This is an optimization exercise on Yosys and OpenROAD, whose aim is small area, a short achievable clock period and few clock cycles per item, not a production implementation.
Only simulation tests tie the RTL to the original design; equivalence was not proved.

==> run a <==
## diff_drive_odometry_unit
module diff_drive_odometry_unit (
   input  logic                                    clock,
   input  logic                                    reset,
   input  logic                                    req_valid,
   output logic                                    req_ready,
   input  logic                                    req_action,
   input  logic [ddo_pkg::COUNT_BITS-1:0]          req_left_count,
   input  logic [ddo_pkg::COUNT_BITS-1:0]          req_right_count,
   input  logic [ddo_pkg::CMD_BITS-1:0]            req_command,
   output logic                                    rsp_valid,
   input  logic                                    rsp_ready,
   output logic signed [ddo_pkg::POS_BITS-1:0]     rsp_pos_x,
   output logic signed [ddo_pkg::POS_BITS-1:0]     rsp_pos_y,
   output logic        [ddo_pkg::HEADING_BITS-1:0] rsp_heading,
   output logic                                    rsp_updated,
   input  logic                                    csr_valid,
   output logic                                    csr_ready,
   input  logic [ddo_pkg::MPT_BITS-1:0]            csr_metres_per_tick
);
Settings: LEC_CHECK=0, CAP_MARGIN=20, CORE_MARGIN=2, CORE_UTILIZATION=40, PLACE_DENSITY=0.6, SLEW_MARGIN=20; clock period 11.0 ns.
run.sh (not shown) runs the stock make flow with config.mk's settings and CLKGATE_MAP_FILE= SYNTH_SCRIPT=/design/flow/synth_recipe.tcl, a recipe that flattens the netlist after the stock synthesis.
==> run b: changes against run a <==
--- a/flow/design.v
+++ b/flow/design.v
@@ -4,17 +4,17 @@
    localparam int SUM_BITS     = COUNT_BITS + 1;
    localparam int MPT_BITS     = 24;
    localparam int POS_BITS     = 32;
    localparam int HEADING_BITS = 7;
    localparam int CMD_BITS     = 2;
    localparam logic [MPT_BITS-1:0] MPT_RESET = MPT_BITS'(64281);
    localparam int DIST_BITS  = 39;    
    localparam int CHUNK_BITS = 8;     
-   localparam int ACC_BITS   = 49;    
+   localparam int ACC_BITS   = 48;    
    localparam int MSUM_BITS  = ACC_BITS + 1;
    localparam int RX_BITS    = MSUM_BITS - CHUNK_BITS;    
    localparam logic ACTION_SAMPLE  = 1'b0;
    localparam logic ACTION_COMMAND = 1'b1;
    localparam logic [CMD_BITS-1:0] CMD_FORWARD = 2'd0;
    localparam logic [CMD_BITS-1:0] CMD_LEFT    = 2'd1;
    localparam logic [CMD_BITS-1:0] CMD_RIGHT   = 2'd2;
    localparam logic [CMD_BITS-1:0] CMD_STOP    = 2'd3;
@@ -235,17 +235,17 @@
       spy    = (mh_ff[5:0] == 6'd0);
       negx   = dneg_ff ^ mh_ff[6];
       negy   = dneg_ff ^ mh_ff[6] ^ mh_ff[5];
       y_sel  = (mu_ph == MU_X1) || (mu_ph == MU_Y0) || (mu_ph == MU_Y1);
       sp     = y_sel ? spy : spx;
       neg    = y_sel ? negy : negx;
       po     = (y_sel ? y_ff : x_ff) ^ {POS_BITS{neg}};
       pinit  = sp ? {{(ACC_BITS-POS_BITS-8){po[POS_BITS-1]}}, po, 8'h00}
-                  : {po[POS_BITS-1], po, 16'h8000};
+                  : {po, 16'h8000};
       rx     = ((mu_ph == MU_X1) ? spx : spy) ? msum[RX_BITS-1:0] : mshift;
    end
    function automatic logic signed [POS_BITS-1:0] sat_pos(input logic [RX_BITS-1:0] r,
                                                           input logic neg);
       logic [RX_BITS-1:0] v;
       v = r ^ {RX_BITS{neg}};
       if (v[RX_BITS-1:POS_BITS-1] == '0 || v[RX_BITS-1:POS_BITS-1] == '1)
          sat_pos = v[POS_BITS-1:0];
@@ -283,22 +283,20 @@
          out_h_ff <= '0;
          x_ff     <= '0;
          y_ff     <= '0;
          mu_ph    <= MU_IDLE;
          res_v    <= 1'b0;
       end else begin
          if (csr_valid) mpt_ff <= csr_metres_per_tick;
          if (req_ready) begin
-            s0_v <= req_valid;
-            if (req_valid) begin
-               s0_act <= req_action;
-               s0_cmd <= req_command;
-               s0_cur <= cur_in;
-            end
+            s0_v   <= req_valid;
+            s0_act <= req_action;
+            s0_cmd <= req_command;
+            s0_cur <= cur_in;
          end
          if (adv) begin
             if (fire1) begin
                if (s0_act == ACTION_COMMAND) begin
                   mode_ff <= s0_cmd;
                end else begin
                   unique case (mode_ff)
                      CMD_RIGHT: begin
- CAP_MARGIN: 20 -> 10
- CORE_UTILIZATION: 40 -> 65
- CTS_BUF_LIST: unset -> sky130_fd_sc_hd__clkbuf_8 sky130_fd_sc_hd__clkbuf_16
- CTS_CLUSTER_DIAMETER: unset -> 80
- CTS_CLUSTER_SIZE: unset -> 30
- PLACE_DENSITY: 0.6 -> 0.8
- SETUP_SLACK_MARGIN: unset -> 5
- SLEW_MARGIN: 20 -> 10
==> run c: changes against run a <==
--- a/flow/design.v
+++ b/flow/design.v
@@ -4,17 +4,17 @@
    localparam int SUM_BITS     = COUNT_BITS + 1;
    localparam int MPT_BITS     = 24;
    localparam int POS_BITS     = 32;
    localparam int HEADING_BITS = 7;
    localparam int CMD_BITS     = 2;
    localparam logic [MPT_BITS-1:0] MPT_RESET = MPT_BITS'(64281);
    localparam int DIST_BITS  = 39;    
    localparam int CHUNK_BITS = 8;     
-   localparam int ACC_BITS   = 49;    
+   localparam int ACC_BITS   = 48;    
    localparam int MSUM_BITS  = ACC_BITS + 1;
    localparam int RX_BITS    = MSUM_BITS - CHUNK_BITS;    
    localparam logic ACTION_SAMPLE  = 1'b0;
    localparam logic ACTION_COMMAND = 1'b1;
    localparam logic [CMD_BITS-1:0] CMD_FORWARD = 2'd0;
    localparam logic [CMD_BITS-1:0] CMD_LEFT    = 2'd1;
    localparam logic [CMD_BITS-1:0] CMD_RIGHT   = 2'd2;
    localparam logic [CMD_BITS-1:0] CMD_STOP    = 2'd3;
@@ -235,17 +235,17 @@
       spy    = (mh_ff[5:0] == 6'd0);
       negx   = dneg_ff ^ mh_ff[6];
       negy   = dneg_ff ^ mh_ff[6] ^ mh_ff[5];
       y_sel  = (mu_ph == MU_X1) || (mu_ph == MU_Y0) || (mu_ph == MU_Y1);
       sp     = y_sel ? spy : spx;
       neg    = y_sel ? negy : negx;
       po     = (y_sel ? y_ff : x_ff) ^ {POS_BITS{neg}};
       pinit  = sp ? {{(ACC_BITS-POS_BITS-8){po[POS_BITS-1]}}, po, 8'h00}
-                  : {po[POS_BITS-1], po, 16'h8000};
+                  : {po, 16'h8000};
       rx     = ((mu_ph == MU_X1) ? spx : spy) ? msum[RX_BITS-1:0] : mshift;
    end
    function automatic logic signed [POS_BITS-1:0] sat_pos(input logic [RX_BITS-1:0] r,
                                                           input logic neg);
       logic [RX_BITS-1:0] v;
       v = r ^ {RX_BITS{neg}};
       if (v[RX_BITS-1:POS_BITS-1] == '0 || v[RX_BITS-1:POS_BITS-1] == '1)
          sat_pos = v[POS_BITS-1:0];
@@ -283,22 +283,20 @@
          out_h_ff <= '0;
          x_ff     <= '0;
          y_ff     <= '0;
          mu_ph    <= MU_IDLE;
          res_v    <= 1'b0;
       end else begin
          if (csr_valid) mpt_ff <= csr_metres_per_tick;
          if (req_ready) begin
-            s0_v <= req_valid;
-            if (req_valid) begin
-               s0_act <= req_action;
-               s0_cmd <= req_command;
-               s0_cur <= cur_in;
-            end
+            s0_v   <= req_valid;
+            s0_act <= req_action;
+            s0_cmd <= req_command;
+            s0_cur <= cur_in;
          end
          if (adv) begin
             if (fire1) begin
                if (s0_act == ACTION_COMMAND) begin
                   mode_ff <= s0_cmd;
                end else begin
                   unique case (mode_ff)
                      CMD_RIGHT: begin
- CAP_MARGIN: 20 -> 10
- CORE_UTILIZATION: 40 -> 75
- CTS_BUF_LIST: unset -> sky130_fd_sc_hd__clkbuf_16
- CTS_CLUSTER_DIAMETER: unset -> 80
- CTS_CLUSTER_SIZE: unset -> 30
- PLACE_DENSITY: 0.6 -> 0.85
- SETUP_SLACK_MARGIN: unset -> 5
- SLEW_MARGIN: 20 -> 10
==> flow_metrics.tcl <==
set metrics [dict create \
    seqCellArea_sq_um 9749 \
    rows 104 \
    rsz0062_at_grt "no" \
    fill_cells 7837 \
    stdcell_count 4672 \
    grt_max_degree 105 \
    status "finished clean" \
    postCtsResizedCells 0 \
    routed-wl-met3_um 6704 \
    nMultiInputCombCells 2577 \
    final_cell_mix "nand2_1, inv_1, and2_1" \
    min_from "sv_ff[4]$_DFFE_PP_" \
    largest_register_ffs 49 \
    dr.first_iter.drc_count 1773 \
]
The numbers above come from run a.

==> flow_metrics.tcl <==
set metrics [dict create \
    status "finished clean" \
    stdcell_count 3964 \
    final_cell_mix "inv_1, and2_1, fa_1" \
    grt.met1_usage_pct 50.20 \
    min_from "dl_ff[11]$_SDFFE_PP0P_" \
    yosysMostFrequentCell "inv_1" \
    largest_register_ffs 48 \
    grt_max_degree 73 \
    cts_hold_buf 0 \
    seqCellArea_sq_um 9681 \
    postCtsResizedCells 4 \
    cts_buffers 22 \
    nMultiInputCombCells 2447 \
    rows 75 \
    routed-wl-met3_um 7315 \
    fill_cells 2504 \
    dr.first_iter.drc_count 3049 \
    rsz0062_at_grt "no" \
]
The numbers above come from run c.

==> flow_metrics.tcl <==
set metrics [dict create \
    stdcell_count 4087 \
    largest_register_ffs 48 \
    final_cell_mix "inv_1, and2_1, fa_1" \
    status "finished clean" \
    grt_max_degree 94 \
    fill_cells 3724 \
    clock_cell_area_share_pct 2.244 \
    seqCellArea_sq_um 9674 \
    postCtsResizedCells 2 \
    min_from "dl_ff[0]$_SDFFE_PP0P_" \
]
The numbers above come from run b.

Testbench counts of run a, summed over its fixed seeds: cycles 16,732, items 16,013.
Testbench counts of run b, summed over its fixed seeds: cycles 16,732, items 16,013.
Testbench counts of run c, summed over its fixed seeds: cycles 16,732, items 16,013.

port drivers added, routing unchanged:
In the flow no input, the clock included, has a driving cell. The finished layouts below were timed again as built, in two steps.
Step 1: set_driving_cell puts a clkbuf_16 on clock and a buf_2 on each other input, an assumption about the parent block.
Step 2 moves the port delays by t, midway between the first and last clock arrival at a register: inputs arrive t later, outputs are due t later. That takes back most of the time a late clock gives input paths.
Three values: no drivers, after step 1, after step 2; two values: the first two.
run | t (ns) | slack for setup (ns) | worst setup path at the end | clock arrival spread, ns | worst register clock-pin slew, ns
run a | 0.641 | 4.236 / 4.236 / 4.236 | register to register | 0.037 / 0.037 | 0.07 / 0.07
run b | 0.654 | 5.071 / 5.071 / 5.071 | register to register | 0.064 / 0.064 | 0.12 / 0.12
run c | 0.634 | 5.135 / 5.135 / 5.135 | register to register | 0.047 / 0.046 | 0.12 / 0.12
After both steps setup and hold are still met in every run listed.
